Source: an optimization exercise on an open RTL-to-GDS flow (aim: small area, a short achievable clock period and few clock cycles per item). Production flows keep margins and buffers that such runs may drop. At most, simulation tests tie the RTL to the original design; equivalence was not proved.

== the baseline ==
==> flow/design.v <==
package sme_pkg;
    localparam int STR_DEPTH = 32;
    localparam int PAT_DEPTH = 8;
    typedef logic [7:0] char_t;
    typedef logic [4:0] str_idx_t;
    typedef logic [5:0] str_len_t;
    typedef logic [3:0] pat_len_t;
    localparam char_t HEAD_ANCHOR = 8'h5e;
    localparam char_t TAIL_ANCHOR = 8'h24;
    localparam char_t WILDCARD    = 8'h2e;
    localparam char_t SEPARATOR   = 8'h5f;
endpackage
module sme_char_store #(
    parameter int DEPTH = sme_pkg::STR_DEPTH
) (
    input  logic                           clk,
    input  logic [DEPTH-1:0]               wen,
    input  sme_pkg::char_t                 wdata,
    output sme_pkg::char_t [DEPTH-1:0]     contents
);
    always_ff @(posedge clk)
    begin
        for (int i = 0; i < DEPTH; i++)
        begin
            if (wen[i])
            begin
                contents[i] <= wdata;
            end
        end
    end
endmodule
module sme_loader (
    input  sme_pkg::char_t     chardata,
    input  logic               isstring,
    input  logic               ispattern,
    output logic               str_char,
    output logic               pat_char,
    output logic               is_head,
    output logic               is_tail,
    output logic               is_wild
);
    assign str_char = isstring;
    assign pat_char = ispattern && !isstring;
    assign is_head  = (chardata == sme_pkg::HEAD_ANCHOR);
    assign is_tail  = (chardata == sme_pkg::TAIL_ANCHOR);
    assign is_wild  = (chardata == sme_pkg::WILDCARD);
endmodule
module sme_matcher (
    input  logic                                     clk,
    input  logic                                     reset,
    input  logic                                     str_char,
    input  logic                                     pat_char,
    input  logic                                     is_head,
    input  logic                                     is_tail,
    input  logic                                     is_wild,
    input  sme_pkg::char_t                           chardata,
    input  sme_pkg::char_t [sme_pkg::STR_DEPTH-1:0]  str_chars,
    output logic [sme_pkg::STR_DEPTH-1:0]            str_wen,
    output logic                                     valid,
    output logic                                     match,
    output sme_pkg::str_idx_t                        match_index
);
    typedef enum logic [1:0] {
        R_IDLE,
        R_STRING,
        R_PATTERN,
        R_SLOW
    } run_t;
    run_t               run;
    sme_pkg::str_len_t  slen;
    logic [32:0]        tm_r;        
    logic               tail_next;
    logic               pz_next;
    sme_pkg::str_idx_t  idx_r;
    sme_pkg::pat_len_t  plen;
    logic               pz;          
    logic               tail;
    logic               late;
    logic [3:0]         scnt;        
    logic [32:1]        fvec;
    logic [32:0]        in_str;      
    logic [32:0]        at_end;      
    logic [31:0]        sep;
    logic [31:0]        eqv;
    logic [32:1]        headmask;
    logic [32:0]        headok;
    logic [32:0]        tailmask;
    logic [32:0]        f_all;
    logic [32:0]        res_vec;
    logic               in_pat;
    logic               p_empty;
    logic               p_full;
    logic               job_end;
    logic               res_any;
    logic [5:0]         res_pos;
    logic [4:0]         p_neg;
    logic [4:0]         res_idx;
    assign p_empty = pz;
    assign p_full  = (plen == 4'd8);
    always_comb
    begin
        for (int j = 0; j < 32; j++)
        begin
            in_str[j] = (6'(j) < slen);
            sep[j]    = (str_chars[j] == sme_pkg::SEPARATOR);
            eqv[j]    = in_str[j] && (is_wild || (str_chars[j] == chardata));
        end
        in_str[32] = 1'b0;
        at_end[0] = (slen == 6'd0);
        for (int n = 1; n <= 32; n++)
            at_end[n] = in_str[n-1] && !in_str[n];
        for (int n = 1; n <= 32; n++)
            headmask[n] = sep[n-1] && in_str[n];
        headok[0] = 1'b1;
        for (int n = 1; n <= 32; n++)
            headok[n] = sep[n-1];
        tailmask[0] = at_end[0] || (in_str[0] && sep[0]);
        for (int n = 1; n < 32; n++)
            tailmask[n] = (at_end[n] && !pz_next) || (in_str[n] && sep[n]);
        tailmask[32] = at_end[32] && !pz_next;
    end
    assign tail_next = (run == R_SLOW) ? tail : (pat_char && (tail || is_tail));
    assign pz_next   = (run == R_SLOW) ? pz
                       : pat_char ? (pz && (is_head || is_tail))
                       : !(job_end && late);
    always_ff @(posedge clk)
    begin
        if (run == R_SLOW)
        begin
            if (scnt != 4'd0)
                tm_r <= {tm_r[31:0], 1'b0};
        end
        else if (job_end && late)
            tm_r <= headok;
        else
            tm_r <= tail_next ? tailmask : '1;
    end
    assign f_all   = {fvec, p_empty};
    assign res_vec = f_all & tm_r;
    always_comb
    begin
        logic [15:0] any1;
        logic [15:0] idx1;
        logic [7:0]  any2;
        logic [1:0]  idx2 [8];
        logic [3:0]  any3;
        logic [2:0]  idx3 [4];
        logic [1:0]  any4;
        logic [3:0]  idx4 [2];
        for (int i = 0; i < 16; i++)
        begin
            any1[i] = res_vec[2*i] || res_vec[2*i+1];
            idx1[i] = !res_vec[2*i];
        end
        for (int i = 0; i < 8; i++)
        begin
            any2[i] = any1[2*i] || any1[2*i+1];
            idx2[i] = any1[2*i] ? {1'b0, idx1[2*i]} : {1'b1, idx1[2*i+1]};
        end
        for (int i = 0; i < 4; i++)
        begin
            any3[i] = any2[2*i] || any2[2*i+1];
            idx3[i] = any2[2*i] ? {1'b0, idx2[2*i]} : {1'b1, idx2[2*i+1]};
        end
        for (int i = 0; i < 2; i++)
        begin
            any4[i] = any3[2*i] || any3[2*i+1];
            idx4[i] = any3[2*i] ? {1'b0, idx3[2*i]} : {1'b1, idx3[2*i+1]};
        end
        res_any = any4[0] || any4[1] || res_vec[32];
        if (any4[0])
            res_pos = {2'b00, idx4[0]};
        else if (any4[1])
            res_pos = {2'b01, idx4[1]};
        else
            res_pos = 6'd32;
    end
    assign in_pat  = (run == R_PATTERN);
    assign job_end = in_pat && !str_char && !pat_char;
    always_comb
    begin
        logic [4:0] g;
        logic [4:0] t;
        logic [4:0] c;
        case (plen)
            4'd0:    p_neg = 5'd0;
            4'd1:    p_neg = 5'd31;
            4'd2:    p_neg = 5'd30;
            4'd3:    p_neg = 5'd29;
            4'd4:    p_neg = 5'd28;
            4'd5:    p_neg = 5'd27;
            4'd6:    p_neg = 5'd26;
            4'd7:    p_neg = 5'd25;
            default: p_neg = 5'd24;
        endcase
        g = res_pos[4:0] & p_neg;
        t = res_pos[4:0] | p_neg;
        c[0] = 1'b0;
        c[1] = g[0];
        c[2] = g[1] | (t[1] & g[0]);
        c[3] = g[2] | (t[2] & g[1]) | (t[2] & t[1] & g[0]);
        c[4] = g[3] | (t[3] & g[2]) | (t[3] & t[2] & g[1]) | (t[3] & t[2] & t[1] & g[0]);
        res_idx = res_pos[4:0] ^ p_neg ^ c;
    end
    always_comb
    begin
        logic first;
        logic wr;
        first = (run != R_STRING);
        wr    = str_char && (run != R_SLOW);
        str_wen[0] = wr && first;
        for (int j = 1; j < 32; j++)
            str_wen[j] = wr && !first && (slen == 6'(j));
    end
    always_ff @(posedge clk or posedge reset)
    begin
        if (reset)
        begin
            run   <= R_IDLE;
            slen  <= '0;
            plen  <= '0;
            pz    <= 1'b1;
            tail  <= 1'b0;
            late  <= 1'b0;
            scnt  <= '0;
            valid <= 1'b0;
        end
        else
        begin
            valid <= 1'b0;
            if (run == R_SLOW)
            begin
                if (scnt != 4'd0)
                begin
                    scnt <= scnt - 4'd1;
                end
                else
                begin
                    valid <= 1'b1;
                    late  <= 1'b0;
                    run   <= R_IDLE;
                end
            end
            else if (pat_char)
            begin
                run <= R_PATTERN;
                if (is_head)
                begin
                    if (!p_empty)
                        late <= 1'b1;
                end
                else if (is_tail)
                begin
                    tail <= 1'b1;
                end
                else if (!p_full)
                begin
                    plen <= plen + 4'd1;
                    pz   <= 1'b0;
                end
            end
            else
            begin
                run  <= R_IDLE;
                plen <= '0;
                pz   <= 1'b1;
                tail <= 1'b0;
                late <= 1'b0;
                if (str_char)
                begin
                    run <= R_STRING;
                    if (run != R_STRING)
                        slen <= 6'd1;
                    else if (slen < 6'd32)
                        slen <= slen + 6'd1;
                end
                else if (job_end)
                begin
                    if (late)
                    begin
                        run  <= R_SLOW;
                        scnt <= plen;
                        plen <= plen;
                        pz   <= pz;
                        late <= 1'b1;
                    end
                    else
                    begin
                        valid <= 1'b1;
                    end
                end
            end
        end
    end
    always_ff @(posedge clk)
    begin
        if (run == R_SLOW)
        begin
            fvec <= fvec;
        end
        else if (pat_char)
        begin
            if (is_head)
            begin
                if (p_empty)
                    fvec <= headmask;
            end
            else if (!is_tail && !p_full)
            begin
                fvec <= f_all[31:0] & eqv;
            end
        end
        else if (job_end && late)
        begin
            fvec <= fvec & tm_r[32:1];
        end
        else
        begin
            fvec <= '1;
        end
    end
    always_ff @(posedge clk)
    begin
        match       <= res_any;
        idx_r       <= res_idx;
    end
    assign match_index = match ? idx_r : 5'd0;
endmodule
module sme_top (
    input  logic              clk,
    input  logic              reset,
    input  sme_pkg::char_t    chardata,
    input  logic              isstring,
    input  logic              ispattern,
    output logic              valid,
    output logic              match,
    output sme_pkg::str_idx_t match_index
);
    logic                                    str_char;
    logic                                    pat_char;
    logic                                    is_head;
    logic                                    is_tail;
    logic                                    is_wild;
    logic [sme_pkg::STR_DEPTH-1:0]           str_wen;
    sme_pkg::char_t [sme_pkg::STR_DEPTH-1:0] str_chars;
    sme_loader loader (
        .chardata  (chardata),
        .isstring  (isstring),
        .ispattern (ispattern),
        .str_char  (str_char),
        .pat_char  (pat_char),
        .is_head   (is_head),
        .is_tail   (is_tail),
        .is_wild   (is_wild)
    );
    sme_char_store #(
        .DEPTH (sme_pkg::STR_DEPTH)
    ) string_store (
        .clk      (clk),
        .wen      (str_wen),
        .wdata    (chardata),
        .contents (str_chars)
    );
    sme_matcher matcher (
        .clk         (clk),
        .reset       (reset),
        .str_char    (str_char),
        .pat_char    (pat_char),
        .is_head     (is_head),
        .is_tail     (is_tail),
        .is_wild     (is_wild),
        .chardata    (chardata),
        .str_chars   (str_chars),
        .str_wen     (str_wen),
        .valid       (valid),
        .match       (match),
        .match_index (match_index)
    );
endmodule
Settings: LEC_CHECK=0, CAP_MARGIN=20, CORE_MARGIN=2, CORE_UTILIZATION=60, CTS_BUF_LIST=sky130_fd_sc_hd__clkbuf_8 sky130_fd_sc_hd__clkbuf_16, CTS_CLUSTER_DIAMETER=100, CTS_CLUSTER_SIZE=20, SETUP_SLACK_MARGIN=4.2, SLEW_MARGIN=20; clock period 7.0 ns.
run.sh (not shown) runs the stock make flow with config.mk's settings and CLKGATE_MAP_FILE= SYNTH_SCRIPT=/design/flow/synth_recipe.tcl, a recipe that flattens the netlist after the stock synthesis.
Testbench counts of the baseline, summed over its fixed seeds: cycles 38,551, jobs 3,200.
The inputs of the candidate differ from those of the baseline as listed below.
--- a/flow/design.v
+++ b/flow/design.v
@@ -100,13 +100,13 @@
     always_comb
     begin
         for (int j = 0; j < 32; j++)
         begin
             in_str[j] = (6'(j) < slen);
             sep[j]    = (str_chars[j] == sme_pkg::SEPARATOR);
-            eqv[j]    = in_str[j] && (is_wild || (str_chars[j] == chardata));
+            eqv[j]    = is_wild || (str_chars[j] == chardata);
         end
         in_str[32] = 1'b0;
         at_end[0] = (slen == 6'd0);
         for (int n = 1; n <= 32; n++)
             at_end[n] = in_str[n-1] && !in_str[n];
         for (int n = 1; n <= 32; n++)
@@ -124,19 +124,18 @@
                        : pat_char ? (pz && (is_head || is_tail))
                        : !(job_end && late);
     always_ff @(posedge clk)
     begin
         if (run == R_SLOW)
         begin
-            if (scnt != 4'd0)
-                tm_r <= {tm_r[31:0], 1'b0};
+            tm_r <= {tm_r[31:0], 1'b0};
         end
         else if (job_end && late)
             tm_r <= headok;
         else
-            tm_r <= tail_next ? tailmask : '1;
+            tm_r <= (tail_next ? tailmask : '1) & (pz_next ? '1 : {in_str[31:0], 1'b1});
     end
     assign f_all   = {fvec, p_empty};
     assign res_vec = f_all & tm_r;
     always_comb
     begin
         logic [15:0] any1;
Notes after the runs:
- Wire length of the first global-routing pass (higher): the candidate
- The baseline → the candidate: xor/xnor cell area share of the yosys netlist did not really move; share of layout cells above drive strength 1 rose by 1.5 points; effective utilization at floorplan closely matched the old numbers.
- The candidate vs. the baseline: synthesized-area fraction occupied by and/or/nand/nor cells went down by 1.6 points.
Function not checked in the candidate: the RTL went through the layout flow alone.

separate check: timing with driven ports:
No port has a modelled driver above. Below, the same layouts with a new extraction and two added sets of constraints. Step 1, drivers: a clkbuf_16 drives clk and a buf_2 each remaining input, both assumed. Step 2, shift: input delay + t, output delay - t, t = (earliest + latest rising clock arrival at the registers) / 2. This alone moves slack from input paths to output paths. Slacks: no drivers / after step 1 / after step 2; pairs: no drivers / after step 1.
run | t, ns | slack for setup (ns) | slew at the worst register clock pin (ns)
the baseline | 0.586 | 4.245 / 4.246 / 3.680 | 0.10 / 0.10
the candidate | 0.586 | 4.156 / 4.156 / 3.672 | 0.10 / 0.10
After both steps setup and hold are still met in every run listed. The setup slack of the baseline, which loses most, moves by +0.001 ns with the drivers and by -0.565 ns with both steps.
